What follows belongs to an exercise in optimizing a design on an open flow for small area; a production flow would make more cautious choices. Function was checked by simulation only, so behaviour that the tests miss may differ from the original. Power and IR drop assume default switching activity.

### flow/config.mk
export PLATFORM = sky130hd
export DESIGN_NAME = apb_slave_mem
export DESIGN_NICKNAME = apb_slave_mem
export VERILOG_FILES = /design/flow/design.v
export SDC_FILE = /design/flow/constraint.sdc
export NUM_CORES = 4
export LEC_CHECK = 0
export CAP_MARGIN = 10
export CORE_MARGIN = 2
export CORE_UTILIZATION = 50
export GPL_TIMING_DRIVEN = 0
export SETUP_SLACK_MARGIN = 0.3
export SLEW_MARGIN = 10
export SYNTH_HIERARCHICAL = 1
### flow/constraint.sdc
create_clock -name core_clock -period 5.0 [get_ports {PCLK}]
set_input_delay 1.0000 -clock core_clock [delete_from_list [all_inputs] [get_ports {PCLK}]]
set_output_delay 1.0000 -clock core_clock [all_outputs]
set_load 0.01 [all_outputs]
### flow/design.v
module apb_slave_mem #(
   parameter int MEM_DEPTH   = 64,
   parameter int WAIT_STATES = 0
) (
   input  logic        PCLK,
   input  logic        PRESETn,
   input  logic        PSELx,
   input  logic        PENABLE,
   input  logic        PWRITE,
   input  logic [31:0] PADDR,
   input  logic [31:0] PWDATA,
   output logic [31:0] PRDATA,
   output logic        PREADY,
   output logic        PSLVERR,
   output logic        dbg_state_o
);
   logic        state_q;
   logic [5:0]  addr_q;
   logic        wr_q;
   logic        err_q;
   logic [5:0]  rot_q;
   logic        rst_q;
   logic        pend_q;
   logic [31:0] pdata_q;
   logic [31:0] prdata_q;
   logic [31:0] prdata_d;
   logic [31:0] ring_q [64];
   logic [31:0] ring_d [64];
   logic        setup_hit;
   logic        setup_err;
   logic        wen;
   logic        clr;
   logic [5:0]  rd_pos;
   logic [5:0]  wr_pos;
   logic        wr_now;
   logic        ins;
   logic [31:0] ins_v;
   logic [31:0] col_a;
   logic [31:0] col_b;
   logic [31:0] ld;
   logic [31:0] ld_n;
   logic [63:0] rd_sel;
   logic        rd_kill;
   logic        rd_byp;
   logic        rd_on;
   logic        rd_inv;
   assign setup_hit = !state_q && PSELx && !PENABLE;
   assign setup_err = (PADDR[1:0] != 2'b00) || (PADDR[31:8] != 24'd0);
   assign wen       = state_q && PSELx && PENABLE && wr_q && !err_q;
   assign clr       = !PRESETn || rst_q;
   assign PREADY      = state_q;
   assign PSLVERR     = state_q && err_q;
   assign PRDATA      = prdata_q;
   assign dbg_state_o = state_q;
   assign wr_pos = addr_q + rot_q;
   assign rd_pos = PADDR[7:2] + rot_q;
   assign wr_now = wen && wr_pos[0];
   assign ins    = wr_now || pend_q;
   assign ins_v  = clr ? 32'h0 : (pend_q ? pdata_q : PWDATA);
   assign col_a  = ~ins_v;
   assign col_b  = ins_v;
   always_comb begin
      logic [5:0] k;
      k = wr_pos + 6'd2;
      for (int e = 0; e < 32; e++) begin
         ld[e]   = clr || (ins && k[5:1] == 5'(e));
         ld_n[e] = !ld[e];
      end
   end
   apb_rd_dec u_rd_dec (.p(rd_pos), .sel(rd_sel));
   for (genvar e = 0; e < 32; e++) begin : g_even
      for (genvar j = 0; j < 32; j++) begin : g_bit
         apb_mem_nxt u_nxt (
            .ld(ld[e]), .ld_n(ld_n[e]), .d_n(e[0] ? col_b[j] : col_a[j]),
            .q(ring_q[(2*e+63)%64][j]), .y(ring_d[2*e][j])
         );
      end
      assign ring_d[2*e+1] = ring_q[2*e];
   end
   always_ff @(posedge PCLK) begin
      for (int i = 0; i < 64; i++) ring_q[i] <= ring_d[i];
   end
   always_ff @(posedge PCLK) begin
      if (!PRESETn) rot_q <= '0;
      else          rot_q <= rot_q + 6'd1;
   end
   always_ff @(posedge PCLK) begin
      rst_q   <= !PRESETn;
      pend_q  <= PRESETn && wen && !wr_pos[0];
      pdata_q <= PWDATA;
   end
   assign rd_kill = !PRESETn || setup_err || (rst_q && rd_pos[0]);
   assign rd_byp  = pend_q && (PADDR[7:2] == addr_q) && !rd_kill;
   assign rd_on   = !rd_kill && !rd_byp;
   apb_pos1 u_pos1 (.a(PADDR[3:2]), .r(rot_q[1:0]), .p1(rd_inv));
   for (genvar j = 0; j < 32; j++) begin : g_col
      logic [10:0] c0_n;
      logic [10:0] c1_n;
      for (genvar g = 0; g < 11; g++) begin : g_grp
         localparam int M0 = 3*g, M1 = 3*g+1, M2 = 3*g+2;
         if (g < 10) begin : g_full
            apb_rd_aoi3 u_aoi0 (
               .s0(rd_sel[4*(M0/2)+M0%2]), .d0(ring_q[4*(M0/2)+M0%2][j]),
               .s1(rd_sel[4*(M1/2)+M1%2]), .d1(ring_q[4*(M1/2)+M1%2][j]),
               .s2(rd_sel[4*(M2/2)+M2%2]), .d2(ring_q[4*(M2/2)+M2%2][j]),
               .y(c0_n[g])
            );
            apb_rd_aoi3 u_aoi1 (
               .s0(rd_sel[4*(M0/2)+2+M0%2]), .d0(ring_q[4*(M0/2)+2+M0%2][j]),
               .s1(rd_sel[4*(M1/2)+2+M1%2]), .d1(ring_q[4*(M1/2)+2+M1%2][j]),
               .s2(rd_sel[4*(M2/2)+2+M2%2]), .d2(ring_q[4*(M2/2)+2+M2%2][j]),
               .y(c1_n[g])
            );
         end else begin : g_last
            apb_rd_aoi2 u_aoi0 (
               .s0(rd_sel[60]), .d0(ring_q[60][j]), .s1(rd_sel[61]), .d1(ring_q[61][j]),
               .y(c0_n[g])
            );
            apb_rd_aoi2 u_aoi1 (
               .s0(rd_sel[62]), .d0(ring_q[62][j]), .s1(rd_sel[63]), .d1(ring_q[63][j]),
               .y(c1_n[g])
            );
         end
      end
      apb_rd_fin u_fin (
         .c0_n(c0_n), .c1_n(c1_n), .inv(rd_inv), .on(rd_on), .byp(rd_byp), .bd(pdata_q[j]), .d(prdata_d[j])
      );
   end
   always_ff @(posedge PCLK) begin
      if (!PRESETn || (setup_hit && !PWRITE)) prdata_q <= prdata_d;
   end
   always_ff @(posedge PCLK) begin
      if (!PRESETn) state_q <= 1'b0;
      else          state_q <= setup_hit;
   end
   always_ff @(posedge PCLK) begin
      if (setup_hit) begin
         addr_q <= PADDR[7:2];
         wr_q   <= PWRITE;
         err_q  <= setup_err;
      end
   end
endmodule
module apb_rd_dec (
   input  logic [5:0]  p,
   output logic [63:0] sel
);
   logic [7:0] lo_n, hi_n;
   apb_dec3n u_dlo (.a(p[2:0]), .y_n(lo_n));
   apb_dec3n u_dhi (.a(p[5:3]), .y_n(hi_n));
   for (genvar i = 0; i < 64; i++) begin : g_sel
      assign sel[i] = !(hi_n[i/8] || lo_n[i%8]);
   end
endmodule
module apb_pos1 (
   input  logic [1:0] a,
   input  logic [1:0] r,
   output logic       p1
);
   assign p1 = a[1] ^ r[1] ^ (a[0] && r[0]);
endmodule
module apb_dec3n (
   input  logic [2:0] a,
   output logic [7:0] y_n
);
   for (genvar k = 0; k < 8; k++) begin : g_k
      assign y_n[k] = (a != 3'(k));
   end
endmodule
module apb_mem_nxt (
   input  logic ld,
   input  logic ld_n,
   input  logic d_n,
   input  logic q,
   output logic y
);
   assign y = !((ld || q) && (ld_n || d_n));
endmodule
module apb_rd_aoi3 (
   input  logic s0, d0, s1, d1, s2, d2,
   output logic y
);
   assign y = !((s0 && d0) || (s1 && d1) || (s2 && d2));
endmodule
module apb_rd_aoi2 (
   input  logic s0, d0, s1, d1,
   output logic y
);
   assign y = !((s0 && d0) || (s1 && d1));
endmodule
module apb_rd_fin (
   input  logic [10:0] c0_n,
   input  logic [10:0] c1_n,
   input  logic        inv,
   input  logic        on,
   input  logic        byp,
   input  logic        bd,
   output logic        d
);
   assign d = (on && (!(&c0_n) || (inv && (&c1_n)))) || (byp && bd);
endmodule
### flow/flow/run.sh
#!/bin/bash
# Standard ORFS layout (standard.sh, so the standard synthesis) with these changes:
#  - floorplan removes synthesis buffers instead of sizing cells up for timing
#    before placement (REMOVE_ABC_BUFFERS),
#  - port buffers are buf_1 instead of the default delay-buffer cell,
#  - before global placement, place_pre.tcl buffers each high-fanout net once,
#  - the placement repair (resize step) may only use small cells (resize_pre.tcl),
#  - CTS uses clkbuf_8 with sink clusters of at most 12 and no dummy loads.
# ORFS writes each step's log under orfs/logs; make's own output goes to
# standard_make.log.
set -euo pipefail
F="$PWD/flow"
export REMOVE_ABC_BUFFERS=1
export BUFFER_PORTS_ARGS="-buffer_cell sky130_fd_sc_hd__buf_1"
export PRE_GLOBAL_PLACE_TCL="$F/place_pre.tcl"
export PRE_RESIZE_TCL="$F/resize_pre.tcl"
export CTS_ARGS="-sink_clustering_enable -repair_clock_nets -buf_list {sky130_fd_sc_hd__clkbuf_8} -sink_clustering_size 12 -sink_clustering_max_diameter 50 -dont_use_dummy_load"
bash standard.sh finish > "$PWD/standard_make.log" 2>&1
### flow/flow/place_pre.tcl
# Runs before global placement (on the placement made without the pins).
# Buffer each high-fanout signal net once: one buffer at the centre of its
# loads (buf_4 for 24 loads and up, else buf_2). Global placement then places
# the buffers with everything else, and the resize step's repair only fixes
# what is left.
set nbuf 0
foreach net [[ord::get_db_block] getNets] {
  set t [$net getSigType]
  if {$t eq "POWER" || $t eq "GROUND" || $t eq "CLOCK"} continue
  set loads {}
  set has_drv 0
  foreach it [$net getITerms] {
    if {[$it isOutputSignal]} { set has_drv 1 } elseif {[$it isInputSignal]} { lappend loads $it }
  }
  if {!$has_drv || [llength $loads] < 12 || [llength [$net getBTerms]] > 0} continue
  set sx 0; set sy 0
  foreach it $loads {
    set b [[$it getInst] getBBox]
    set sx [expr {$sx + ([$b xMin] + [$b xMax]) / 2}]
    set sy [expr {$sy + ([$b yMin] + [$b yMax]) / 2}]
  }
  set n [llength $loads]
  set x [expr {$sx / $n / 1000.0}]
  set y [expr {$sy / $n / 1000.0}]
  set cell [expr {$n >= 24 ? "sky130_fd_sc_hd__buf_4" : "sky130_fd_sc_hd__buf_2"}]
  insert_buffer -net [$net getName] -buffer_cell $cell -location [list $x $y]
  incr nbuf
}
puts "place_pre.tcl: inserted $nbuf fanout buffers"

### flow/flow/resize_pre.tcl
# Runs before the placement repair (resize step).
# Keep the repair to small cells: no drive 4 and up, no bufbuf.
set big {}
foreach lc [get_lib_cells sky130_fd_sc_hd__*] {
  set name [get_name $lc]
  if {[regexp {_(4|6|8|12|16)$} $name] || [string match "*bufbuf*" $name]} { lappend big $name }
}
set_dont_use $big
puts "resize_pre.tcl: dont_use [llength $big] cells"
### flow/standard.sh
#!/bin/bash
# synth_recipe.tcl (not shown) runs the flow's synth.tcl, then flattens the netlist and writes it again
# the make line also repeats each setting of config.mk as NAME=value (left out here)
make -C /OpenROAD-flow-scripts/flow DESIGN_CONFIG=/design/flow/config.mk WORK_HOME=/design/flow/orfs CLKGATE_MAP_FILE= SYNTH_SCRIPT=/design/flow/synth_recipe.tcl "${@:-finish}"
==> impl_metrics.tcl, run 1 <==
set metrics [dict create \
    status "finished clean" \
    initialDrtViolationCount 12402 \
    clock_power_share_pct 29.9 \
    rrSetupSlack_ns 0.42 \
    fp.coreArea_um2 122000 \
    min_period_over_period_pct 91.7 \
    postSynthRegisterBits 2129 \
    global_route.usage.total_pct 44.4 \
    final_hold_viols 0 \
    io-pin-count 104 \
    number_of_global_route_vias_before_repair 49169 \
    ys_types 48 \
    via_count 52849 \
    hold_path_startpoint "PWDATA[5]" \
    drive_gt1_share_pct 10.1 \
    worstHoldPathType "primary input to register" \
    worstMarginPinSlew_ns 1.27 \
    end_kind "register" \
    fin_crit_ns 4.58 \
    ys.flop_type "dfxtp_1" \
    die-height_um 354 \
    clock_insertion_delay_worst_skew_ns 0.96 \
    synth_top_family_by_area "compound AO/OA/AOI/OAI gates" \
    die-area_um2 125000 \
    post_synth_inst_count 4592 \
    yosys_warnings 11 \
    post_synth_mux_area_share_pct 0.589 \
    route.antenna.remaining_nets 0 \
    cts_tree "built" \
    synth.top_cells.by_area "dfxtp_1 (68%), o22ai_1 (10%), a222oi_1 (10%), edfxtp_1 (2.0%), nand4_1 (1.3%)" \
    fraction_of_the_yosys_area_taken_by_sequential_cells_pct 70.3 \
    placementRows 128 \
    setup_slack_ns 0.416 \
    reg2reg_from "rot_q[1]" \
    ys_async_sr_fraction_pct 0 \
    routabilityCongestion 0.863 \
    layout.core_utilization_pct 55.5 \
    nNetsFinal 5143 \
    crit_type "register to register" \
    detailedRoute.firstPassIterationCount 13 \
    grt_setup_unrepaired "false" \
    comb_power_share_pct 8.2 \
    sw_frac_of_total_pct 26.5 \
    post_synthesis_instance_area_um2 61200 \
    synth_simple_gate_area_share_pct 4.09 \
    skew_ns 0.0955 \
    worst_setup_path_start_kind "register" \
    hpwl_um 133000 \
    cts_sinks 2129 \
    largest_vdd_supply_drop_mv 0.304 \
    critical_path_required_ns 5.69 \
    gr-total-overflow 0 \
    preCtsSetupSlack_ns -0.295 \
    pwr-share-seq_pct 61.9 \
    internal_cell_power_uw 22500 \
    critical_path.startpoint "rot_q[1]" \
    mostFrequentLayoutCells "dfxtp_1 (2089), o22ai_1 (1025), a222oi_1 (640), clkbuf_8 (201), buf_4 (137)" \
    synth_xor_xnor_area_share_pct 0.329 \
    power.density_cell_area_nw_per_um2 453 \
    worst-path-max-fanout 32 \
    grt_antenna_before_repair 9 \
    synth_top_area_share_pct 68.4 \
    grt_pass1_wl_um 386000 \
    cts-buffers-inserted 201 \
    die_w_um 354 \
    most_common_cell_after_layout_fill_and_taps_aside "dfxtp_1" \
    setup_violations 0 \
    synth.largest_area_cell "dfxtp_1" \
    wire_length_reported_by_the_detailed_router_um 291000 \
    synth_area_in_compound_gates_pct 23.7 \
    h-tree-depth 4 \
    slew_limit_headroom_pct 15.2 \
    leakagePower_uw 0.0249 \
    synthAdderAreaFrac_pct 0.290 \
    syn_avg_cell_area_um2 13.3 \
    switching_power_uw 8130 \
    grt_start_max_net_pins 65 \
    clk_transition_reported_paths_ns 0.08 \
    maxSlewViolCount 0 \
    max_freq_mhz 218 \
    starting_utilization_of_the_core_area_pct 50.3 \
    post_synthesis_to_final_layout_area_growth_pct 10.3 \
    wl_per_cell_um 43.4 \
    cts_root_buf "clkbuf_8" \
    wp_data_arrival_ns 5.27 \
    synth_enable_flop_cells 40 \
    numPortBuffers 103 \
    drt-vias-per-instance 7.90 \
    clock_path_buffers 3 \
    residual_drc 0 \
    timing.max_cap.violations 0 \
]
-- per-layer routing --
metal	global-route usage, %	routed length (um)	vias up
met5	0.264	207	-
met4	26.3	20400	20
met3	19.3	50600	1230
met2	60.3	114000	5367
met1	58.0	105000	25846
li1	-	-	20386
-- worst max-delay path, cell delays in order, from the launching register on --
cell	delay (ns)
dfxtp_1	0.49
ha_1	0.30
a21o_1	0.18
a21oi_1	0.24
o21bai_1	0.10
a21oi_1	0.17
xnor2_1	0.33
or3b_1	0.38
nor2_1	0.08
buf_4	0.42
a222oi_1	0.71
nand4_1	0.21
or3_1	0.41
a221o_1	0.31
-- synth_stat cells (11+ instances only) --
library cell  instances
a31oi_1              27
mux2_2               32
inv_1                41
a222oi_1            640
xnor2_1              13
nand3_1              69
nor2_1               79
ha_1                 11
dfxtp_1            2089
a221o_1              32
edfxtp_1             40
nor4_1               39
nand4_1             131
or3_1                37
o22ai_1            1025
clkbuf_1             15
nand2_1              72
a22oi_2              64
o31ai_1              26
-- cell families (layout without fill, tap and decap cells) --
kind of cell | Yosys count | in the layout
flip-flops | 2129 | 2129
AO/OA/AOI/OAI | 1842 | 1842
AND/OR/NAND/NOR | 469 | 469
buffers and inverters | 84 | 551
multiplexers | 32 | 32
XOR/XNOR | 23 | 23
adder cells (fa/ha/maj) | 13 | 13
other | 0 | 8
-- timing repair --
action / CTS / global route
gates resized for setup: 0 / 5
buffers inserted: 0 / 1
hold buffers: 0 / 0
setup endpoints to repair: 0 / 23
-- layout make-up --
type | instances | area [um2]
timing repair buffer | 308 | 1760
fill | 10366 | 54000
multi-input combinational | 2379 | 17700
inverter | 42 | 158
sequential | 2129 | 43000
clock buffer | 201 | 2770
tap | 1625 | 2030
antenna | 8 | 20.0
-- Yosys stat by module (local to each module, per instance) --
module,cells inside,times used
apb_slave_mem,2445,1
apb_rd_dec,80,1
apb_rd_fin,10,32
apb_dec3n,8,2
apb_pos1,3,1
apb_rd_aoi2,1,64
apb_rd_aoi3,1,640
apb_mem_nxt,1,1024
-- power by group through the flow --
stage | clock, uW | combinational, uW | sequential (uW)
3_5_place_dp | 0 | 2290 | 19300
3_3_place_gp | 0 | 2270 | 19300
4_1_cts | 9080 | 2300 | 18900
6_report | 9140 | 2510 | 19000
5_1_grt | 9740 | 2470 | 19100
2_1_floorplan | 0 | 1180 | 19100
-- registers in the layout (all words and copies together), names as in the netlist --
| name | count |
|---|---|
| pdata_q | 32 |
| pend_q | 1 |
| ring_q | 2048 |
| rot_q | 6 |
| state_q | 1 |
| rst_q | 1 |
| addr_q | 6 |
| wr_q | 1 |
| prdata_q | 32 |
| err_q | 1 |
-- worst paths after layout --
kind              depth (start not counted)       endpoint
setup reg to reg                         13    prdata_q[3]
setup / recovery                         13    prdata_q[3]
hold reg to reg                           0  ring_q[21][5]
hold / removal                            1     pdata_q[5]
-- metrics by stage --
stage                     instances  cell area (um2)  hold WS (ns)  power, uW  TNS (ns)
final                          6692            67500         0.163      30600         0
after global routing           6686            67500         0.134      31300         0
after CTS                      6683            67500         0.102      30300         0
after detailed placement       6482            64700         0.335      21600     -5.23
after global placement         6480            64700         0.332      21500     -4.42
after floorplan                4550            60900         0.330      20300    -68.70
==> inputs of run 2 (changes only) <==
==> flow/flow/run.sh (replaced) <==
#!/bin/bash
# Standard ORFS layout (standard.sh, so the standard synthesis) with these changes:
#  - floorplan removes synthesis buffers instead of sizing cells up for timing
#    before placement (REMOVE_ABC_BUFFERS),
#  - port buffers are buf_1 instead of the default delay-buffer cell,
#  - before global placement, place_pre.tcl buffers each high-fanout net once,
#  - the placement repair (resize step) may only use small cells (resize_pre.tcl),
# ORFS writes each step's log under orfs/logs; make's own output goes to
# standard_make.log.
set -euo pipefail
F="$PWD/flow"
export REMOVE_ABC_BUFFERS=1
export BUFFER_PORTS_ARGS="-buffer_cell sky130_fd_sc_hd__buf_1"
export PRE_GLOBAL_PLACE_TCL="$F/place_pre.tcl"
export PRE_RESIZE_TCL="$F/resize_pre.tcl"
bash standard.sh finish > "$PWD/standard_make.log" 2>&1
==> run 2 against run 1 <==
Compared with the run above:
- clock power increased by 72%
- final cell count is 2.4% higher
- area after synthesis stayed put
- utilization grew 3.3 points
- setup slack worse by 0.0092 ns
- hold slack gained 0.12 ns
- via count rose by 1.2%
- sequential cell count stayed put
- critical path depth is the same
- synthesized cell count is the same
- first-iteration DRC count shrank 0.45%
- largest cell class unchanged
- largest power group unchanged
==> impl_metrics.tcl, run 2 <==
set metrics [dict create \
    placementRows 128 \
    detailedRoute.firstPassIterationCount 12 \
    setup_slack_ns 0.406 \
    worst-path-max-fanout 32 \
    end_kind "register" \
    leakagePower_uw 0.0268 \
    routabilityCongestion 0.863 \
    number_of_global_route_vias_before_repair 49416 \
    residual_drc 0 \
    global_route.usage.total_pct 44.6 \
    cts_sinks 2129 \
    die-area_um2 125000 \
    drive_gt1_share_pct 12.0 \
    largest_vdd_supply_drop_mv 0.377 \
    route.antenna.remaining_nets 0 \
    sequential_cell_area_um2 43000 \
    critPathBufInv 1 \
    internal_cell_power_uw 27900 \
    grt_start_max_net_pins 65 \
    yosys_warnings 11 \
    cts-buffers-inserted 199 \
    reg.largest.list "ring_q: 2048 flops, pdata_q: 32 flops, prdata_q: 32 flops" \
    slew_limit_headroom_pct 12.4 \
    grt_setup_unrepaired "false" \
    io-pin-count 104 \
    numPortBuffers 103 \
    timing.critical_path.cells "ha_1 -> a21o_1 -> a21oi_1 -> o21bai_1 -> a21oi_1 -> xnor2_1 -> or3b_1 -> nor2_1 -> buf_4 -> a222oi_1 -> nand4_1 -> nor4_1 -> a221o_1" \
    final-instance-count-excl-fill 6853 \
    wp_data_arrival_ns 5.28 \
    critical_path_required_ns 5.69 \
    timing.critical_path.slowest_stage_cell "nor4_1" \
    die_w_um 354 \
    starting_utilization_of_the_core_area_pct 50.3 \
    wire_length_reported_by_the_detailed_router_um 293000 \
    worst_setup_path_start_kind "register" \
    via_count 53508 \
    fraction_of_the_yosys_area_taken_by_sequential_cells_pct 70.3 \
    gr-total-overflow 0 \
    post_synth_inst_count 4592 \
    synth.top_cells.by_area "dfxtp_1 (68%), o22ai_1 (10%), a222oi_1 (10%), edfxtp_1 (2.0%), nand4_1 (1.3%)" \
    initialDrtViolationCount 12346 \
    crit_type "register to register" \
    yosys-top-cells-count "dfxtp_1 (2089), o22ai_1 (1025), a222oi_1 (640)" \
    critical-path-top-delay-family "simple AND/OR/NAND/NOR gates" \
    post_synthesis_instance_area_um2 61200 \
    postSynthRegisterBits 2129 \
    synth_top_area_share_pct 68.4 \
    grt_pass1_wl_um 388000 \
    preCtsSetupSlack_ns -0.295 \
    synth.largest_area_cell "dfxtp_1" \
    cp_slowest_stage_delay_ns 0.86 \
    clock_power_share_pct 42.2 \
    wl_per_cell_um 42.7 \
    syn_avg_cell_area_um2 13.3 \
    synth_enable_flop_cells 40 \
    reg2reg_from "rot_q[1]" \
    skew_ns 0.0279 \
    setup_violations 0 \
    multi_input_comb_area_um2 17700 \
    flip_flop_count_of_the_largest_register_after_layout 2048 \
    finished_cell_area_um2 71500 \
    post_synthesis_to_final_layout_area_growth_pct 16.8 \
    grt_antenna_before_repair 9 \
    synthMostInstantiatedCell "dfxtp_1" \
    clk_transition_reported_paths_ns 0.07 \
    comb_power_share_pct 6.8 \
    regMostFlops "ring_q" \
    maxSlewViolCount 0 \
    power.density_cell_area_nw_per_um2 520 \
    status "finished clean" \
    drt-vias-per-instance 7.81 \
    h-tree-depth 4 \
    hpwl_um 133000 \
    clock_path_buffers 3 \
    holdBufCountCts 0 \
    cts_root_buf "clkbuf_16" \
    crit_cells 13 \
    worstMarginPinSlew_ns 1.31 \
    nNetsFinal 5140 \
    timing.hold.worst_path_depth 1 \
    dp.cells 6482 \
    ys.flop_type "dfxtp_1" \
    switching_power_uw 9280 \
    cts_tree "built" \
    cts_setup_buffers 0 \
    worstHoldPathType "primary input to register" \
    fp.coreArea_um2 122000 \
    dpl-instance-area_um2 64700 \
    sw_frac_of_total_pct 24.9 \
    cpMostUsedCell "a21oi_1" \
    num-fill-cells 9931 \
    ys_types 48 \
    pwr-share-seq_pct 51.0 \
    ys_async_sr_fraction_pct 0 \
    most_common_cell_after_layout_fill_and_taps_aside "dfxtp_1" \
    max_freq_mhz 218 \
    rr_worst_depth 13 \
    clock_insertion_delay_worst_skew_ns 0.85 \
    mostFrequentLayoutCells "dfxtp_1 (2089), o22ai_1 (1025), a222oi_1 (640), clkbuf_16 (206), buf_4 (137)" \
    min_period_over_period_pct 91.9 \
    critical_path.startpoint "rot_q[1]" \
    final_hold_viols 0 \
    timing.max_cap.violations 0 \
    hold_path_startpoint "PWDATA[0]" \
    fin_crit_ns 4.59 \
    die-height_um 354 \
]
-- run 2: final cells by class --
class / count / share of cell area (%)
clock inverters: 54 / 0.839
inverters: 42 / 0.221
well taps: 1625 / 2.84
flip-flops and latches: 2129 / 60.2
repair buffers: 307 / 2.45
diodes: 5 / 0.0175
multi-input cells: 2379 / 24.8
clock buffers: 312 / 8.62
-- run 2: per-stage QoR --
step                hold slack [ns]  power [uW]  setup TNS, ns  utilization, %
floorplan                     0.330       20300         -68.70               -
global placement              0.332       21500          -4.42            53.2
detailed placement            0.335       21600          -5.23            53.2
CTS                           0.248       36800              0            58.8
global route                  0.277       37800              0            58.8
finish                        0.278       37200              0            58.8
-- run 2: modules after synthesis (local to each module, per instance) --
module         times used  cells
apb_rd_aoi2            64      1
apb_mem_nxt          1024      1
apb_rd_aoi3           640      1
apb_pos1                1      3
apb_rd_dec              1     80
apb_dec3n               2      8
apb_rd_fin             32     10
apb_slave_mem           1   2445
-- run 2: power by group through the flow --
stage,Sequential [uW],Combinational [uW],Clock [uW]
2_1_floorplan,19100,1180,0
3_3_place_gp,19300,2270,0
3_5_place_dp,19300,2290,0
4_1_cts,18900,2300,15600
5_1_grt,19100,2470,16300
6_report,19000,2520,15700
-- run 2: cells by family (layout without fill, tap and decap cells) --
family	count (synthesis)	after routing	synth area share [%]
flip-flops	2129	2129	70.3
buffers and inverters	84	715	0.701
other	0	5	0
AO/OA/AOI/OAI	1842	1842	23.7
adder cells (fa/ha/maj)	13	13	0.290
XOR/XNOR	23	23	0.329
AND/OR/NAND/NOR	469	469	4.09
multiplexers	32	32	0.589
-- run 2: final timing paths --
kind,to,slack [ns]
max,prdata_q[27],0.41
min,pdata_q[0],0.28
max reg2reg,prdata_q[27],0.41
min reg2reg,ring_q[19][5],0.33
-- run 2: timing repair --
item,4_1_cts,5_1_grt
hold endpoints to repair,0,0
endpoints found under the setup margin,0,22
resized for setup,0,1
-- run 2: per-layer routing --
| metal | up-vias | part of all wire [%] | global-route usage, % |
|---|---|---|---|
| li1 | 20586 | - | - |
| met3 | 1235 | 18 | 19.6 |
| met2 | 5529 | 39 | 60.5 |
| met4 | 10 | 7.0 | 27.3 |
| met5 | - | 0.029 | 0 |
| met1 | 26148 | 36 | 58.2 |
-- run 2: worst reg2reg max path, delay by kind of cell, from the launching register on --
kind            cells  cell delay (ns)
compound gates      6             1.47
fa+ha+maj           1             0.30
simple gates        4             1.51
flops               1             0.48
buf+inv             1             0.39
xor+xnor            1             0.30
==> inputs of run 3 (changes only) <==
--- a/flow/flow/run.sh
+++ b/flow/flow/run.sh
@@ -5,6 +5,7 @@
 #  - port buffers are buf_1 instead of the default delay-buffer cell,
 #  - before global placement, place_pre.tcl buffers each high-fanout net once,
 #  - the placement repair (resize step) may only use small cells (resize_pre.tcl),
+#  - CTS uses clkbuf_16 with sink clusters of at most 15 and no dummy loads.
 # ORFS writes each step's log under orfs/logs; make's own output goes to
 # standard_make.log.
 set -euo pipefail
@@ -13,4 +14,5 @@
 export BUFFER_PORTS_ARGS="-buffer_cell sky130_fd_sc_hd__buf_1"
 export PRE_GLOBAL_PLACE_TCL="$F/place_pre.tcl"
 export PRE_RESIZE_TCL="$F/resize_pre.tcl"
+export CTS_ARGS="-sink_clustering_enable -repair_clock_nets -buf_list {sky130_fd_sc_hd__clkbuf_16} -sink_clustering_size 15 -sink_clustering_max_diameter 60 -dont_use_dummy_load"
 bash standard.sh finish > "$PWD/standard_make.log" 2>&1
--- a/flow/config.mk
+++ b/flow/config.mk
@@ -9,6 +9,6 @@
 export CORE_MARGIN = 2
 export CORE_UTILIZATION = 50
 export GPL_TIMING_DRIVEN = 0
-export SETUP_SLACK_MARGIN = 0.3
+export SETUP_SLACK_MARGIN = 0.5
 export SLEW_MARGIN = 10
 export SYNTH_HIERARCHICAL = 1
==> run 3 against run 2 <==
Compared with the run above:
- critical path type is now primary input to register
- area after synthesis unchanged
- sequential share of layout area up 2.3 points
- setup slack better by 0.16 ns
- cell area down 3.7%
- highest routed layer unchanged
- clock skew up 0.053 ns
- hold slack better by 0.032 ns
- clock-buffer cell count down 151
- utilization down 2.2 points
- first-iteration DRC count down 0.70%
- register-to-register slack better by 0.21 ns
- clock power down 27%
- global-route usage down 0.34 points
==> impl_metrics.tcl, run 3 <==
set metrics [dict create \
    starting_utilization_of_the_core_area_pct 50.3 \
    regMostFlops "ring_q" \
    global_route.usage.total_pct 44.3 \
    skew_ns 0.0811 \
    grt_pass1_wl_um 385000 \
    drive_gt1_share_pct 9.54 \
    slew_limit_headroom_pct 10.9 \
    wp_data_arrival_ns 4.94 \
    reg.largest.list "ring_q: 2048 flops, pdata_q: 32 flops, prdata_q: 32 flops" \
    cts_sinks 2129 \
    cts-buffers-inserted 161 \
    fp.coreArea_um2 122000 \
    synth_top_area_share_pct 68.4 \
    final-instance-count-excl-fill 6655 \
    post_synthesis_to_final_layout_area_growth_pct 12.5 \
    numPortBuffers 103 \
    power.density_cell_area_nw_per_um2 478 \
    yosys-top-cells-count "dfxtp_1 (2089), o22ai_1 (1025), a222oi_1 (640)" \
    worstMarginPinSlew_ns 1.34 \
    holdBufCountCts 0 \
    drt-vias-per-instance 7.93 \
    die-height_um 354 \
    gr-total-overflow 0 \
    ys.flop_type "dfxtp_1" \
    final_hold_viols 0 \
    post_synthesis_instance_area_um2 61200 \
    max_freq_mhz 226 \
    cts_root_buf "clkbuf_16" \
    maxSlewViolCount 0 \
    die-area_um2 125000 \
    largest_vdd_supply_drop_mv 0.367 \
    leakagePower_uw 0.0255 \
    timing.max_cap.violations 0 \
    flip_flop_count_of_the_largest_register_after_layout 2048 \
    synth.largest_area_cell "dfxtp_1" \
    most_common_cell_after_layout_fill_and_taps_aside "dfxtp_1" \
    hpwl_um 133000 \
    synth.top_cells.by_area "dfxtp_1 (68%), o22ai_1 (10%), a222oi_1 (10%), edfxtp_1 (2.0%), nand4_1 (1.3%)" \
    critical_path_required_ns 5.51 \
    grt_start_max_net_pins 65 \
    yosys_warnings 11 \
    h-tree-depth 4 \
    status "finished clean" \
    residual_drc 0 \
    setup_total_negative_slack_ns 0 \
    initialDrtViolationCount 12259 \
    synthMostInstantiatedCell "dfxtp_1" \
    cts_tree "built" \
    clock_path_buffers 3 \
    grt_setup_unrepaired "true" \
    mostFrequentLayoutCells "dfxtp_1 (2089), o22ai_1 (1025), a222oi_1 (640), clkbuf_16 (161), buf_4 (132)" \
    ys_async_sr_fraction_pct 0 \
    min_period_over_period_pct 88.6 \
    number_of_global_route_vias_before_repair 49108 \
    wire_length_reported_by_the_detailed_router_um 290000 \
    placementRows 128 \
    detailedRoute.firstPassIterationCount 13 \
    ys_types 48 \
    die_w_um 354 \
    routabilityCongestion 0.863 \
    setup_violations 0 \
    end_kind "register" \
    synth_enable_flop_cells 40 \
    via_count 52786 \
    io-pin-count 104 \
    route.antenna.remaining_nets 0 \
    fraction_of_the_yosys_area_taken_by_sequential_cells_pct 70.3 \
    layout.core_utilization_pct 56.6 \
    syn_avg_cell_area_um2 13.3 \
    clk_transition_reported_paths_ns 0.07 \
    postSynthRegisterBits 2129 \
    worstHoldPathType "register to register" \
    dp.cells 6482 \
    worst-path-max-fanout 32 \
    worst_setup_path_start_kind "primary input" \
    grt_antenna_before_repair 10 \
    crit_type "primary input to register" \
    clock_insertion_delay_worst_skew_ns 0.79 \
    nNetsFinal 5105 \
    fin_crit_ns 4.43 \
    wl_per_cell_um 43.6 \
    post_synth_inst_count 4592 \
]
[run 3: cell type report]
type | instances | area, um2
fillers | 10172 | 52700
flip-flops and latches | 2129 | 43000
multi-input cells | 2379 | 17800
clock buffers | 161 | 4030
well taps | 1625 | 2030
repair buffers | 310 | 1800
inverters | 42 | 158
diodes | 9 | 22.5
[run 3: Yosys stat by module, one instance, submodules excluded, a selection]
| module | copies in the design | flip-flops and latches | cells inside | area (um2) |
|---|---|---|---|---|
| apb_rd_aoi2 | 64 | 0 | 1 | 12.5 |
| apb_mem_nxt | 1024 | 0 | 1 | 6.26 |
| apb_dec3n | 2 | 0 | 8 | 60.1 |
| apb_rd_fin | 32 | 0 | 10 | 61.3 |
| apb_rd_aoi3 | 640 | 0 | 1 | 10.0 |
| apb_slave_mem | 1 | 2129 | 2445 | 45100 |
| apb_pos1 | 1 | 0 | 3 | 21.3 |
[run 3: worst paths after layout]
path | slack, ns | to | start | cells after the start
worst max-delay path | 0.57 | prdata_q[17] | PADDR[3] | 14
worst min register to register | 0.31 | ring_q[21][5] | ring_q[20][5] | 0
worst min-delay path | 0.31 | ring_q[21][5] | ring_q[20][5] | 0
worst max register to register | 0.62 | prdata_q[21] | rot_q[0] | 14
[run 3: stage by stage]
step	area, um2	total power [uW]	setup slack [ns]	hold WS [ns]
2_1_floorplan	60900	20300	-0.846	0.330
3_3_place_gp	64700	21500	-0.284	0.332
4_1_cts	68700	32600	0.592	0.299
5_1_grt	68800	33600	0.467	0.312
3_5_place_dp	64700	21600	-0.295	0.335
6_report	68800	32900	0.568	0.310
[run 3: cells by family after synthesis]
logic type                 share of synthesized area [%]
xor gates and xnor gates                           0.329
DFF                                                 70.3
muxes                                              0.589
adders and majority gates                          0.290
buffers and inverters                              0.701
and+or+nand+nor                                     4.09
AOI/OAI and AO/OA                                   23.7
[run 3: what timing repair did]
item,4_1_cts,5_1_grt
setup endpoints to repair,1,32
resized for setup,1,15
pin swaps,1,9
setup buffers,0,3
[run 3: where the power goes]
part	leakage, uW	internal, uW	switching, uW
Combinational	0.00573	665	1860
Clock	0.00198	5670	5780
Sequential	0.0178	18300	689
Total	0.0255	24600	8320
[run 3: critical path: stages]
cell and delay [ns]:
buf_1 0.25, ha_1 0.29, a21o_1 0.18, a21oi_1 0.24
o21bai_1 0.10, a21oi_1 0.24, xnor2_2 0.22, or3b_1 0.51
nor2_1 0.13, buf_4 0.74, a222oi_1 0.29, nand4_1 0.21
nor4_1 0.11, a221o_1 0.33
[run 3: routing by layer]
layer | track usage (%) | vias to the layer above | wire (um)
li1 | - | 20321 | -
met1 | 57.9 | 25810 | 105000
met2 | 60.5 | 5412 | 115000
met3 | 19.3 | 1231 | 50500
met4 | 25.9 | 12 | 20100
met5 | 0 | - | 122
==> inputs of run 4 (changes only) <==
--- a/flow/design.v
+++ b/flow/design.v
@@ -94,34 +94,27 @@
    assign rd_on   = !rd_kill && !rd_byp;
    apb_pos1 u_pos1 (.a(PADDR[3:2]), .r(rot_q[1:0]), .p1(rd_inv));
    for (genvar j = 0; j < 32; j++) begin : g_col
-      logic [10:0] c0_n;
-      logic [10:0] c1_n;
-      for (genvar g = 0; g < 11; g++) begin : g_grp
+      logic [11:0] c0_n;
+      logic [11:0] c1_n;
+      for (genvar g = 0; g < 10; g++) begin : g_grp
          localparam int M0 = 3*g, M1 = 3*g+1, M2 = 3*g+2;
-         if (g < 10) begin : g_full
-            apb_rd_aoi3 u_aoi0 (
-               .s0(rd_sel[4*(M0/2)+M0%2]), .d0(ring_q[4*(M0/2)+M0%2][j]),
-               .s1(rd_sel[4*(M1/2)+M1%2]), .d1(ring_q[4*(M1/2)+M1%2][j]),
-               .s2(rd_sel[4*(M2/2)+M2%2]), .d2(ring_q[4*(M2/2)+M2%2][j]),
-               .y(c0_n[g])
-            );
-            apb_rd_aoi3 u_aoi1 (
-               .s0(rd_sel[4*(M0/2)+2+M0%2]), .d0(ring_q[4*(M0/2)+2+M0%2][j]),
-               .s1(rd_sel[4*(M1/2)+2+M1%2]), .d1(ring_q[4*(M1/2)+2+M1%2][j]),
-               .s2(rd_sel[4*(M2/2)+2+M2%2]), .d2(ring_q[4*(M2/2)+2+M2%2][j]),
-               .y(c1_n[g])
-            );
-         end else begin : g_last
-            apb_rd_aoi2 u_aoi0 (
-               .s0(rd_sel[60]), .d0(ring_q[60][j]), .s1(rd_sel[61]), .d1(ring_q[61][j]),
-               .y(c0_n[g])
-            );
-            apb_rd_aoi2 u_aoi1 (
-               .s0(rd_sel[62]), .d0(ring_q[62][j]), .s1(rd_sel[63]), .d1(ring_q[63][j]),
-               .y(c1_n[g])
-            );
-         end
+         apb_rd_aoi3 u_aoi0 (
+            .s0(rd_sel[4*(M0/2)+M0%2]), .d0(ring_q[4*(M0/2)+M0%2][j]),
+            .s1(rd_sel[4*(M1/2)+M1%2]), .d1(ring_q[4*(M1/2)+M1%2][j]),
+            .s2(rd_sel[4*(M2/2)+M2%2]), .d2(ring_q[4*(M2/2)+M2%2][j]),
+            .y(c0_n[g])
+         );
+         apb_rd_aoi3 u_aoi1 (
+            .s0(rd_sel[4*(M0/2)+2+M0%2]), .d0(ring_q[4*(M0/2)+2+M0%2][j]),
+            .s1(rd_sel[4*(M1/2)+2+M1%2]), .d1(ring_q[4*(M1/2)+2+M1%2][j]),
+            .s2(rd_sel[4*(M2/2)+2+M2%2]), .d2(ring_q[4*(M2/2)+2+M2%2][j]),
+            .y(c1_n[g])
+         );
       end
+      apb_rd_nand2 u_n60 (.s(rd_sel[60]), .d(ring_q[60][j]), .y(c0_n[10]));
+      apb_rd_nand2 u_n61 (.s(rd_sel[61]), .d(ring_q[61][j]), .y(c0_n[11]));
+      apb_rd_nand2 u_n62 (.s(rd_sel[62]), .d(ring_q[62][j]), .y(c1_n[10]));
+      apb_rd_nand2 u_n63 (.s(rd_sel[63]), .d(ring_q[63][j]), .y(c1_n[11]));
       apb_rd_fin u_fin (
          .c0_n(c0_n), .c1_n(c1_n), .inv(rd_inv), .on(rd_on), .byp(rd_byp), .bd(pdata_q[j]), .d(prdata_d[j])
       );
@@ -182,15 +175,15 @@
 );
    assign y = !((s0 && d0) || (s1 && d1) || (s2 && d2));
 endmodule
-module apb_rd_aoi2 (
-   input  logic s0, d0, s1, d1,
+module apb_rd_nand2 (
+   input  logic s, d,
    output logic y
 );
-   assign y = !((s0 && d0) || (s1 && d1));
+   assign y = !(s && d);
 endmodule
 module apb_rd_fin (
-   input  logic [10:0] c0_n,
-   input  logic [10:0] c1_n,
+   input  logic [11:0] c0_n,
+   input  logic [11:0] c1_n,
    input  logic        inv,
    input  logic        on,
    input  logic        byp,
==> flow/flow/run.sh (replaced) <==
#!/bin/bash
# Standard ORFS layout (standard.sh, so the standard synthesis) with these changes:
#  - floorplan removes synthesis buffers instead of sizing cells up for timing
#    before placement (REMOVE_ABC_BUFFERS),
#  - port buffers are buf_1 instead of the default delay-buffer cell,
#  - before global placement, place_pre.tcl buffers each high-fanout net once
#    (or upsizes its inverter or nand2 driver),
#  - the placement repair (resize step) may only use small cells (resize_pre.tcl),
#  - CTS uses clkbuf_8 with sink clusters of at most 12 and no dummy loads.
# ORFS writes each step's log under orfs/logs; make's own output goes to
# standard_make.log.
set -euo pipefail
F="$PWD/flow"
export REMOVE_ABC_BUFFERS=1
export BUFFER_PORTS_ARGS="-buffer_cell sky130_fd_sc_hd__buf_1"
export PRE_GLOBAL_PLACE_TCL="$F/place_pre.tcl"
export PRE_RESIZE_TCL="$F/resize_pre.tcl"
export CTS_ARGS="-sink_clustering_enable -repair_clock_nets -buf_list {sky130_fd_sc_hd__clkbuf_8} -sink_clustering_size 12 -sink_clustering_max_diameter 50 -dont_use_dummy_load"
bash standard.sh finish > "$PWD/standard_make.log" 2>&1
==> flow/flow/place_pre.tcl (replaced) <==
# Runs before global placement (on the placement made without the pins).
# Buffer each high-fanout signal net once: one buffer at the centre of its
# loads (buf_4 for 24 loads and up, else buf_2). For fewer than 24 loads an
# inv_1 or nand2_1 driver is instead swapped for its drive-2 version. Global
# placement then places the buffers with everything else, and the resize
# step's repair only fixes what is left.
set nbuf 0
set nswap 0
foreach net [[ord::get_db_block] getNets] {
  set t [$net getSigType]
  if {$t eq "POWER" || $t eq "GROUND" || $t eq "CLOCK"} continue
  set loads {}
  set has_drv 0
  foreach it [$net getITerms] {
    if {[$it isOutputSignal]} { set has_drv 1; set drv [$it getInst] } elseif {[$it isInputSignal]} { lappend loads $it }
  }
  if {!$has_drv || [llength $loads] < 12 || [llength [$net getBTerms]] > 0} continue
  set sx 0; set sy 0
  foreach it $loads {
    set b [[$it getInst] getBBox]
    set sx [expr {$sx + ([$b xMin] + [$b xMax]) / 2}]
    set sy [expr {$sy + ([$b yMin] + [$b yMax]) / 2}]
  }
  set n [llength $loads]
  set dm [[$drv getMaster] getName]
  if {$n < 24 && ($dm eq "sky130_fd_sc_hd__inv_1" || $dm eq "sky130_fd_sc_hd__nand2_1")} {
    replace_cell [$drv getName] [string map {_1 _2} $dm]
    incr nswap
    continue
  }
  set x [expr {$sx / $n / 1000.0}]
  set y [expr {$sy / $n / 1000.0}]
  set cell [expr {$n >= 24 ? "sky130_fd_sc_hd__buf_4" : "sky130_fd_sc_hd__buf_2"}]
  insert_buffer -net [$net getName] -buffer_cell $cell -location [list $x $y]
  incr nbuf
}
puts "place_pre.tcl: inserted $nbuf fanout buffers, upsized $nswap drivers"

--- a/flow/config.mk
+++ b/flow/config.mk
@@ -9,6 +9,6 @@
 export CORE_MARGIN = 2
 export CORE_UTILIZATION = 50
 export GPL_TIMING_DRIVEN = 0
-export SETUP_SLACK_MARGIN = 0.5
+export SETUP_SLACK_MARGIN = 0.3
 export SLEW_MARGIN = 10
 export SYNTH_HIERARCHICAL = 1
==> run 4 against run 3 <==
Compared with the run above:
- die area decreased by 0.19%
- clock skew increased by 0.012 ns
- clock-buffer cell count increased by 40
- critical path type is now register to register
- largest cell class unchanged
==> impl_metrics.tcl, run 4 <==
set metrics [dict create \
    initialDrtViolationCount 11566 \
    whs_ns 0.150 \
    syn_avg_cell_area_um2 12.9 \
    post_synthesis_to_final_layout_area_growth_pct 9.96 \
    regMostFlops "ring_q" \
    number_of_global_route_vias_before_repair 49756 \
    wl_per_cell_um 41.7 \
    synthMostInstantiatedCell "dfxtp_1" \
    crit_type "register to register" \
    cts_root_buf "clkbuf_8" \
    setup_violations 0 \
    ys.flop_type "dfxtp_1" \
    synth.top_cells.by_area "dfxtp_1 (68%), o22ai_1 (11%), a222oi_1 (10%), edfxtp_1 (2.0%), nand4_1 (1.7%)" \
    cts-buffers-inserted 201 \
    yosys_warnings 11 \
    min_period_over_period_pct 91.6 \
    route.antenna.remaining_nets 0 \
    critical_path_required_ns 5.69 \
    fp.coreArea_um2 122000 \
    die-height_um 353 \
    hpwl_um 131000 \
    timing.critical_path.slowest_stage_cell "or4_1" \
    maxSlewViolCount 0 \
    clock_path_buffers 3 \
    timing.max_cap.violations 0 \
    rrSetupSlack_ns 0.42 \
    clock_insertion_delay_worst_skew_ns 0.97 \
    io-pin-count 104 \
    cts_sinks 2129 \
    grt_pass1_wl_um 379000 \
    ys_async_sr_fraction_pct 0 \
    end_kind "register" \
    grt_antenna_before_repair 5 \
    wp_data_arrival_ns 5.27 \
    synth_top_area_share_pct 68.5 \
    cts_tree "built" \
    residual_drc 0 \
    worstMarginPinSlew_ns 1.21 \
    yosys-top-cells-count "dfxtp_1 (2089), o22ai_1 (1025), a222oi_1 (640)" \
    cpMostUsedCell "a21oi_1" \
    flip_flop_count_of_the_largest_register_after_layout 2048 \
    via_count 52869 \
    synth.largest_area_cell "dfxtp_1" \
    final_hold_viols 0 \
    drt-vias-per-instance 7.83 \
    max_freq_mhz 218 \
    final-instance-count-excl-fill 6749 \
    detailedRoute.firstPassIterationCount 14 \
    dp.cells 6544 \
    die-area_um2 125000 \
    ys_types 46 \
    reg.largest.list "ring_q: 2048 flops, pdata_q: 32 flops, prdata_q: 32 flops" \
    leakagePower_uw 0.0246 \
    holdBufCountCts 0 \
    num-fill-cells 10548 \
    post_synth_inst_count 4720 \
    drive_gt1_share_pct 8.73 \
    clk_transition_reported_paths_ns 0.08 \
    postSynthRegisterBits 2129 \
    global_route.usage.total_pct 43.1 \
    routabilityCongestion 0.854 \
    post_synthesis_instance_area_um2 61100 \
    fraction_of_the_yosys_area_taken_by_sequential_cells_pct 70.5 \
    most_common_cell_after_layout_fill_and_taps_aside "dfxtp_1" \
    worst_setup_path_start_kind "register" \
    grt_setup_unrepaired "true" \
    starting_utilization_of_the_core_area_pct 50.2 \
    cp_slowest_stage_delay_ns 0.55 \
    worst-path-max-fanout 32 \
    mostFrequentLayoutCells "dfxtp_1 (2089), o22ai_1 (1025), a222oi_1 (640), clkbuf_8 (201), nand2_1 (168)" \
    nNetsFinal 5204 \
    power.density_cell_area_nw_per_um2 456 \
    die_w_um 353 \
    timing.critical_path.cells "ha_1 -> a21o_1 -> a21oi_1 -> o21bai_1 -> a21oi_1 -> xnor2_1 -> or3b_1 -> nor2_1 -> buf_4 -> a222oi_1 -> nand4_1 -> or4_1 -> a31oi_2" \
    worstHoldPathType "primary input to register" \
    grt_start_max_net_pins 65 \
    numPortBuffers 103 \
    status "finished clean" \
    placementRows 128 \
    skew_ns 0.0933 \
    h-tree-depth 4 \
    synth_enable_flop_cells 40 \
    largest_vdd_supply_drop_mv 0.320 \
    fin_crit_ns 4.58 \
    gr-total-overflow 0 \
    slew_limit_headroom_pct 19.4 \
    wire_length_reported_by_the_detailed_router_um 281000 \
]
run 4: final timing paths:
path / start / endpoint / cells after the start
min: PWDATA[2] / pdata_q[2] / 1
max reg2reg: rot_q[1] / prdata_q[21] / 13
max: rot_q[1] / prdata_q[21] / 13
min reg2reg: ring_q[32][17] / ring_q[33][17] / 0
run 4: what timing repair did:
item | 4_1_cts | 5_1_grt
buffers inserted | 0 | 0
resized for setup | 0 | 6
endpoints found under the hold margin | 0 | 0
setup endpoints to repair | 0 | 17
run 4: per-module statistics from Yosys, one instance, submodules excluded, a selection:
module         copies in the design  cells
apb_rd_nand2                    128      1
apb_dec3n                         2      8
apb_rd_dec                        1     80
apb_rd_aoi3                     640      1
apb_mem_nxt                    1024      1
apb_pos1                          1      3
apb_slave_mem                     1   2445
run 4: layer usage:
metal  GRT usage, %  vias to the layer above  wire (um)  part of all wire [%]
met1           55.9                    26013     102000                    36
met2           60.9                     5125     114000                    40
met3           16.5                     1186      46500                    17
met5          0.453                        -        108                 0.038
li1               -                    20539          -                     -
met4           25.3                        6      19500                   6.9
run 4: worst max-delay path, delay by kind of cell (launching register included):
| family | cells | cell delay (ns) |
|---|---|---|
| buf+inv | 1 | 0.39 |
| simple gates | 4 | 1.17 |
| xor+xnor | 1 | 0.33 |
| flops | 1 | 0.46 |
| compound gates | 6 | 1.69 |
| fa+ha+maj | 1 | 0.28 |
run 4: cell families (layout without fill, tap and decap cells):
logic type,count (synthesis),in the layout,share of synthesized area (%)
DFF,2129,2129,70.5
AOI/OAI and AO/OA,1842,1842,22.7
and+or+nand+nor,597,597,4.88
buffers and inverters,84,484,0.703
muxes,32,32,0.590
xor gates and xnor gates,23,23,0.330
adders and majority gates,13,13,0.291
other,0,4,0
run 4: area by class of cell:
| type | count | area (um2) | area share (%) |
|---|---|---|---|
| inverters | 42 | 158 | 0.235 |
| clock buffers | 201 | 2770 | 4.12 |
| well taps | 1625 | 2030 | 3.03 |
| diodes | 4 | 10.0 | 0.0149 |
| repair buffers | 241 | 1420 | 2.12 |
| multi-input cells | 2507 | 17700 | 26.4 |
| flip-flops and latches | 2129 | 43000 | 64.1 |
run 4: power by group:
part / leakage [uW] / switching [uW] / internal, uW
clock: 0.00145 / 5570 / 3560
sequential: 0.0178 / 678 / 18300
combinational: 0.00541 / 1860 / 683
total: 0.0246 / 8110 / 22500
run 4: per-stage QoR:
step | power, uW | util, % | setup WS [ns] | setup TNS, ns | cell area (um2)
floorplan | 20300 | - | -0.325 | -41.61 | 60800
global placement | 21600 | 52.9 | -0.444 | -4.62 | 64300
detailed placement | 21600 | 52.9 | -0.476 | -5.54 | 64300
CTS | 30400 | 55.2 | 0.307 | 0 | 67100
global route | 31300 | 55.2 | 0.287 | 0 | 67100
finish | 30600 | 55.2 | 0.420 | 0 | 67100
==> inputs of run 5 (changes only) <==
==> flow/flow/run.sh (replaced) <==
#!/bin/bash
# Standard ORFS layout (standard.sh, so the standard synthesis) with these changes:
#  - floorplan removes synthesis buffers instead of sizing cells up for timing
#    before placement (REMOVE_ABC_BUFFERS),
#  - port buffers are buf_1 instead of the default delay-buffer cell,
#  - before global placement, place_pre.tcl buffers each high-fanout net once
#    (or upsizes its inverter or nand2 driver),
#  - the placement repair (resize step) may only use small cells (resize_pre.tcl),
#  - CTS uses clkbuf_8 with sink clusters of at most 15 and no dummy loads.
# ORFS writes each step's log under orfs/logs; make's own output goes to
# standard_make.log.
set -euo pipefail
F="$PWD/flow"
export REMOVE_ABC_BUFFERS=1
export BUFFER_PORTS_ARGS="-buffer_cell sky130_fd_sc_hd__buf_1"
export PRE_GLOBAL_PLACE_TCL="$F/place_pre.tcl"
export PRE_RESIZE_TCL="$F/resize_pre.tcl"
export CTS_ARGS="-sink_clustering_enable -repair_clock_nets -buf_list {sky130_fd_sc_hd__clkbuf_8} -sink_clustering_size 15 -sink_clustering_max_diameter 50 -dont_use_dummy_load"
bash standard.sh finish > "$PWD/standard_make.log" 2>&1
==> run 5 against run 4 <==
Compared with the run above:
- clock skew grew 0.017 ns
- combinational power is essentially flat
- still clean
- critical path depth is the same
- largest power group unchanged
- global-route usage is essentially flat
- register-to-register slack is essentially flat
- critical path type unchanged
- first-iteration DRC count grew 7.3%
==> impl_metrics.tcl, run 5 <==
set metrics [dict create \
    status "finished clean" \
    worstMarginPinSlew_ns 1.19 \
    setup_violations 0 \
    yosys-top-cells-count "dfxtp_1 (2089), o22ai_1 (1025), a222oi_1 (640)" \
    ys_types 46 \
    cts_setup_buffers 0 \
    regMostFlops "ring_q" \
    placementRows 128 \
    initialDrtViolationCount 12416 \
    max_freq_mhz 219 \
    die_w_um 353 \
    clk_transition_reported_paths_ns 0.09 \
    reg.largest.list "ring_q: 2048 flops, pdata_q: 32 flops, prdata_q: 32 flops" \
    fin_crit_ns 4.57 \
    num-fill-cells 10567 \
    preCtsSetupSlack_ns -0.476 \
    gr-total-overflow 0 \
    synth_top_area_share_pct 68.5 \
    maxSlewViolCount 0 \
    fp.coreArea_um2 122000 \
    layout.core_utilization_pct 54.9 \
    synth.largest_area_cell "dfxtp_1" \
    fraction_of_the_yosys_area_taken_by_sequential_cells_pct 70.5 \
    starting_utilization_of_the_core_area_pct 50.2 \
    slew_limit_headroom_pct 20.7 \
    synthMostInstantiatedCell "dfxtp_1" \
    largest_vdd_supply_drop_mv 0.338 \
    multi_input_comb_area_um2 17700 \
    drt-met1-wl_um 101000 \
    skew_ns 0.111 \
    flip_flop_count_of_the_largest_register_after_layout 2048 \
    grt_antenna_before_repair 5 \
    leakagePower_uw 0.0244 \
    global_route.usage.total_pct 43.1 \
    synth_enable_flop_cells 40 \
    nNetsFinal 5178 \
    die-height_um 353 \
    yosys_warnings 11 \
    die-area_um2 125000 \
    number_of_global_route_vias_before_repair 49325 \
    hpwl_um 131000 \
    timing.max_cap.violations 0 \
    cts_root_buf "clkbuf_8" \
    routabilityCongestion 0.854 \
    sequential_cell_area_um2 43000 \
    worstHoldPathType "primary input to register" \
    post_synthesis_to_final_layout_area_growth_pct 9.39 \
    drive_gt1_share_pct 8.26 \
    cts_tree "built" \
    grt_start_max_net_pins 65 \
    syn_avg_cell_area_um2 12.9 \
    ys.flop_type "dfxtp_1" \
    numPortBuffers 103 \
    wp_data_arrival_ns 5.25 \
    synth.top_cells.by_area "dfxtp_1 (68%), o22ai_1 (11%), a222oi_1 (10%), edfxtp_1 (2.0%), nand4_1 (1.7%)" \
    wl_per_cell_um 41.8 \
    h-tree-depth 4 \
    residual_drc 0 \
    most_common_cell_after_layout_fill_and_taps_aside "dfxtp_1" \
    wire_length_reported_by_the_detailed_router_um 281000 \
    cts_sinks 2129 \
    critical_path_required_ns 5.68 \
    detailedRoute.firstPassIterationCount 15 \
    io-pin-count 104 \
    worst_setup_path_start_kind "register" \
    wl_met3_um 47100 \
    post_synth_inst_count 4720 \
    grt_setup_unrepaired "true" \
    min_period_over_period_pct 91.4 \
    whs_ns 0.143 \
    via_count 52746 \
    met2_wirelength_um 114000 \
    setup_total_negative_slack_ns 0 \
    end_kind "register" \
    route.top_layer_used "met5" \
    finalPower_uw 30100 \
    power.density_cell_area_nw_per_um2 450 \
    setup_slack_ns 0.428 \
    crit_type "register to register" \
    worst-path-max-fanout 32 \
    final_hold_viols 0 \
    drt-vias-per-instance 7.84 \
    clock_path_buffers 3 \
    route.antenna.remaining_nets 0 \
    mostFrequentLayoutCells "dfxtp_1 (2089), o22ai_1 (1025), a222oi_1 (640), clkbuf_8 (175), nand2_1 (168)" \
    post_synthesis_instance_area_um2 61100 \
    postSynthRegisterBits 2129 \
    ys_async_sr_fraction_pct 0 \
    grt_pass1_wl_um 378000 \
    cts-buffers-inserted 175 \
    clock_insertion_delay_worst_skew_ns 0.99 \
]
[run 5: power breakdown]
group	leakage, uW	switching, uW	internal [uW]
registers	0.0178	679	18300
logic	0.00541	1870	683
clock network	0.00126	5450	3120
[run 5: path summary, 6_finish.rpt]
check | end | cells past startpoint | slack [ns] | start
min reg2reg | ring_q[57][30] | 0 | 0.30 | ring_q[56][30]
min | pdata_q[13] | 1 | 0.14 | PWDATA[13]
max reg2reg | prdata_q[21] | 13 | 0.43 | rot_q[1]
max | prdata_q[21] | 13 | 0.43 | rot_q[1]
[run 5: per-layer routing]
| layer | global-route usage, % | up-vias |
|---|---|---|
| met5 | 0.528 | - |
| met4 | 25.9 | 9 |
| met3 | 17.3 | 1182 |
| met2 | 60.3 | 5213 |
| met1 | 55.7 | 25859 |
| li1 | - | 20483 |
[run 5: layout make-up]
cell class	instances	share of cell area (%)
tap	1625	3.04
multi-input combinational	2507	26.5
inverter	42	0.236
timing repair buffer	241	2.13
sequential	2129	64.4
clock buffer	175	3.61
antenna	9	0.0337
[run 5: per-module statistics from Yosys, one instance, submodules excluded, a selection]
module | flip-flops and latches | cell area (um2) | copies in the design
apb_rd_dec | 0 | 398 | 1
apb_mem_nxt | 0 | 6.26 | 1024
apb_rd_fin | 0 | 67.6 | 32
apb_slave_mem | 2129 | 45100 | 1
apb_rd_nand2 | 0 | 3.75 | 128
apb_dec3n | 0 | 60.1 | 2
apb_pos1 | 0 | 21.3 | 1
[run 5: per-stage QoR]
| stage | cell area, um2 | instances |
|---|---|---|
| floorplan | 60800 | 4678 |
| global placement | 64300 | 6544 |
| detailed placement | 64300 | 6544 |
| CTS | 66700 | 6719 |
| global route | 66800 | 6724 |
| finish | 66800 | 6728 |
[run 5: kinds of logic (layout without fill, tap and decap cells)]
group           Yosys count  count (layout)  synth area share [%]
xor+xnor                 23              23                 0.330
flops                  2129            2129                  70.5
buf+inv                  84             458                 0.703
compound gates         1842            1842                  22.7
simple gates            597             597                  4.88
fa+ha+maj                13              13                 0.291
other cells               0               9                     0
mux                      32              32                 0.590
[run 5: timing repair]
item                                    CTS  global route
endpoints found under the setup margin    0            15
resized for setup                         0             5
hold buffers                              0             0
[run 5: worst max-delay path: stages (launching register included)]
cell      delay, ns
dfxtp_1        0.46
ha_1           0.28
a21o_1         0.21
a21oi_1        0.24
o21bai_1       0.09
a21oi_1        0.18
xnor2_1        0.32
or3b_1         0.36
nor2_1         0.07
buf_4          0.43
a222oi_1       0.54
nand4_1        0.18
or4_1          0.54
a31oi_2        0.44
==> inputs of run 6 (changes only) <==
--- a/flow/config.mk
+++ b/flow/config.mk
@@ -7,7 +7,7 @@
 export LEC_CHECK = 0
 export CAP_MARGIN = 10
 export CORE_MARGIN = 2
-export CORE_UTILIZATION = 50
+export CORE_UTILIZATION = 55
 export GPL_TIMING_DRIVEN = 0
 export SETUP_SLACK_MARGIN = 0.3
 export SLEW_MARGIN = 10
==> run 6 against run 5 <==
Compared with the run above:
- still clean
- first-iteration DRC count down 2.4%
- clock-buffer cell count unchanged
- final cell count down 2.1%
- die area down 9.0%
- combinational power about the same
- non-clock buffer count up 2
- critical path depth unchanged
- fmax up 0.14%
- clock power down 0.6%
- clock skew down 0.0015 ns
- global-route usage up 5.8 points
- critical path type unchanged
- largest power group unchanged
- highest routed layer unchanged
==> impl_metrics.tcl, run 6 <==
set metrics [dict create \
    ys_async_sr_fraction_pct 0 \
    nNetsFinal 5180 \
    worst_setup_path_endpoint "prdata_q[31]" \
    worst_setup_path_start_kind "register" \
    worst-path-max-fanout 32 \
    ys.flop_type "dfxtp_1" \
    cts-buffers-inserted 175 \
    switching_power_uw 7980 \
    grt_setup_unrepaired "false" \
    skew_ns 0.109 \
    wl_per_cell_um 43.3 \
    global_route.usage.total_pct 48.9 \
    io-pin-count 104 \
    fin_crit_ns 4.57 \
    preCtsSetupSlack_ns -0.402 \
    cts_sinks 2129 \
    setup_violations 0 \
    syn_avg_cell_area_um2 12.9 \
    leakagePower_uw 0.0244 \
    most_common_cell_after_layout_fill_and_taps_aside "dfxtp_1" \
    via_count 53148 \
    power.density_cell_area_nw_per_um2 451 \
    residual_drc 0 \
    sw_frac_of_total_pct 26.6 \
    grt_antenna_before_repair 10 \
    cts_tree "built" \
    initialDrtViolationCount 12113 \
    grt_pass1_wl_um 386000 \
    clock_power_share_pct 28.4 \
    rrSetupSlack_ns 0.43 \
    fraction_of_the_yosys_area_taken_by_sequential_cells_pct 70.5 \
    crit_type "register to register" \
    comb_power_share_pct 8.6 \
    ys_types 46 \
    h-tree-depth 4 \
    timing.max_cap.violations 0 \
    maxSlewViolCount 0 \
    internal_cell_power_uw 22100 \
    clk_transition_reported_paths_ns 0.09 \
    setup_total_negative_slack_ns 0 \
    postSynthRegisterBits 2129 \
    worstMarginPinSlew_ns 1.24 \
    die-height_um 337 \
    worstHoldPathType "primary input to register" \
    met2_wirelength_um 115000 \
    post_synthesis_to_final_layout_area_growth_pct 9.07 \
    drive_gt1_share_pct 8.26 \
    reg2reg_from "rot_q[1]" \
    status "finished clean" \
    cts_root_buf "clkbuf_8" \
    clock_insertion_delay_worst_skew_ns 0.93 \
    timing.rr.end "prdata_q[31]" \
    mostFrequentLayoutCells "dfxtp_1 (2089), o22ai_1 (1025), a222oi_1 (640), clkbuf_8 (175), nand2_1 (168)" \
    timing.hold.worst_path_depth 1 \
    numPortBuffers 103 \
    slew_limit_headroom_pct 17.0 \
    routabilityCongestion 0.849 \
    synth_top_area_share_pct 68.5 \
    post_synth_inst_count 4720 \
    die-area_um2 114000 \
    largest_vdd_supply_drop_mv 0.288 \
    critical_path_required_ns 5.63 \
    placementRows 122 \
    wl_met3_um 45900 \
    end_kind "register" \
    drt-met1-wl_um 101000 \
    rr_worst_depth 13 \
    synth_enable_flop_cells 40 \
    final_hold_viols 0 \
    grt_start_max_net_pins 65 \
    fp.coreArea_um2 110000 \
    reg.largest.list "ring_q: 2048 flops, pdata_q: 32 flops, prdata_q: 32 flops" \
    gr-total-overflow 0 \
    setup_slack_ns 0.434 \
    die_w_um 337 \
    min_period_over_period_pct 91.3 \
    number_of_global_route_vias_before_repair 50313 \
    post_synthesis_instance_area_um2 61100 \
    route.top_layer_used "met5" \
    critical_path.startpoint "rot_q[1]" \
    synthMostInstantiatedCell "dfxtp_1" \
    drt-vias-per-instance 8.07 \
    regMostFlops "ring_q" \
    route.antenna.remaining_nets 0 \
    hpwl_um 131000 \
    starting_utilization_of_the_core_area_pct 55.3 \
    synth.largest_area_cell "dfxtp_1" \
    max_freq_mhz 219 \
    yosys_warnings 11 \
    pwr-share-seq_pct 63.1 \
    num-fill-cells 9195 \
    wp_data_arrival_ns 5.19 \
    synth.top_cells.by_area "dfxtp_1 (68%), o22ai_1 (11%), a222oi_1 (10%), edfxtp_1 (2.0%), nand4_1 (1.7%)" \
    flip_flop_count_of_the_largest_register_after_layout 2048 \
    wire_length_reported_by_the_detailed_router_um 285000 \
    detailedRoute.firstPassIterationCount 12 \
    yosys-top-cells-count "dfxtp_1 (2089), o22ai_1 (1025), a222oi_1 (640)" \
    clock_path_buffers 3 \
]
==> run 6: changes by cell type in the layout (fill, tap and decap cells not counted), sizes merged <==
cell   delta
buf       +2
diode     -4
==> run 6: repair_timing <==
| action | 4_1_cts | 5_1_grt |
|---|---|---|
| hold buffers | 0 | 0 |
| setup endpoints to repair | 0 | 5 |
| buffers inserted | 0 | 0 |
| hold endpoints to repair | 0 | 0 |
| gates resized for setup | 0 | 3 |
==> run 6: logic make-up (layout without fill, tap and decap cells) <==
group | Yosys count | in the layout | synth area share [%]
other | 0 | 5 | 0
multiplexers | 32 | 32 | 0.590
AND/OR/NAND/NOR | 597 | 597 | 4.88
AO/OA/AOI/OAI | 1842 | 1842 | 22.7
adder cells (fa/ha/maj) | 13 | 13 | 0.291
flip-flops | 2129 | 2129 | 70.5
XOR/XNOR | 23 | 23 | 0.330
buffers and inverters | 84 | 460 | 0.703
==> run 6: power groups by stage <==
stage / sequential [uW] / clock (uW) / combinational, uW
global route: 19100 / 9100 / 2540
CTS: 18900 / 8440 / 2370
floorplan: 19100 / 0 / 1220
global placement: 19300 / 0 / 2340
finish: 18900 / 8520 / 2580
detailed placement: 19300 / 0 / 2370
==> run 6: final cells by class <==
class                      instances  area, um2  area share (%)
antenna                            5       12.5          0.0188
clock buffer                     175       2410            3.62
inverter                          42        158           0.237
multi-input combinational       2507      17700            26.6
sequential                      2129      43000            64.6
tap                             1488       1860            2.80
timing repair buffer             243       1430            2.15
==> run 6: worst min path at each step <==
stage | end | slack, ns | start
detailed placement | ring_q[39][15] | 0.33 | ring_q[38][15]
global placement | ring_q[51][28] | 0.33 | ring_q[50][28]
floorplan | ring_q[13][0] | 0.33 | ring_q[12][0]
CTS | pdata_q[8] | 0.16 | PWDATA[8]
finish | pdata_q[8] | 0.20 | PWDATA[8]
global route | pdata_q[24] | 0.17 | PWDATA[24]
==> run 6: metrics by stage <==
step / hold WS (ns) / cells / utilization (%) / total power [uW] / area [um2]
final: 0.197 / 6589 / 60.3 / 30000 / 66600
after floorplan: 0.330 / 4678 / - / 20300 / 60800
after global routing: 0.174 / 6585 / 60.3 / 30700 / 66600
after global placement: 0.331 / 6407 / 58.1 / 21600 / 64200
after detailed placement: 0.335 / 6409 / 58.1 / 21600 / 64200
after CTS: 0.157 / 6584 / 60.3 / 29700 / 66600
==> run 6: layer usage <==
layer | global-route usage (%) | up-vias
met4 | 34.4 | 4
met2 | 68.8 | 5195
met5 | 0.383 | -
li1 | - | 20506
met3 | 20.1 | 1459
met1 | 60.6 | 25984
==> run 6: critical path: stages (launching register included) <==
cell      delay, ns
dfxtp_1        0.49
ha_1           0.30
a21o_1         0.18
a21oi_1        0.22
o21bai_1       0.09
a21oi_1        0.17
xnor2_1        0.30
or3b_1         0.37
nor2_1         0.08
buf_4          0.41
a222oi_1       0.50
nand4_1        0.18
or4_1          0.53
a31oi_1        0.51
==> run 6: per-module statistics from Yosys (local to each module, per instance) <==
module / cells inside / copies in the design / area [um2]
apb_dec3n: 8 / 2 / 60.1
apb_mem_nxt: 1 / 1024 / 6.26
apb_pos1: 3 / 1 / 21.3
apb_rd_aoi3: 1 / 640 / 10.0
apb_rd_dec: 80 / 1 / 398
apb_rd_fin: 12 / 32 / 67.6
apb_rd_nand2: 1 / 128 / 3.75
apb_slave_mem: 2445 / 1 / 45100

[separate check: timing with driven ports]
Ports are ideal in the flow. The routed layouts listed here were re-timed in OpenROAD. Step 1 assumes that a clkbuf_16 drives the clock port and a buf_2 every other input. Step 2 times the ports against the registers' clock, not the clock port: input delays grow and output delays shrink by t, the midpoint of the rising clock arrivals with the driver on. Slacks: no drivers / after step 1 / after step 2; pairs: no drivers / after step 1.
run | t (ns) | slack for setup (ns) | hold slack, ns | pins driven straight from the clock port
run 1 | 0.986 | 0.416 / 0.416 / -0.368 | 0.163 / 0.106 / 0.255 | 1
run 2 | 0.909 | 0.406 / 0.406 / -0.403 | 0.278 / 0.223 / 0.335 | 1
run 3 | 0.826 | 0.568 / 0.615 / -0.201 | 0.310 / 0.287 / 0.310 | 1
run 4 | 0.992 | 0.420 / 0.420 / -0.420 | 0.150 / 0.103 / 0.296 | 1
run 5 | 1.002 | 0.428 / 0.428 / -0.417 | 0.143 / 0.090 / 0.296 | 1
run 6 | 0.952 | 0.434 / 0.434 / -0.406 | 0.197 / 0.146 / 0.302 | 1
With both steps, setup timing fails in every run listed, where it was met with ideal ports. The setup slack of run 5, which loses most, moves by 0.000 ns with the drivers and by -0.845 ns with both steps.
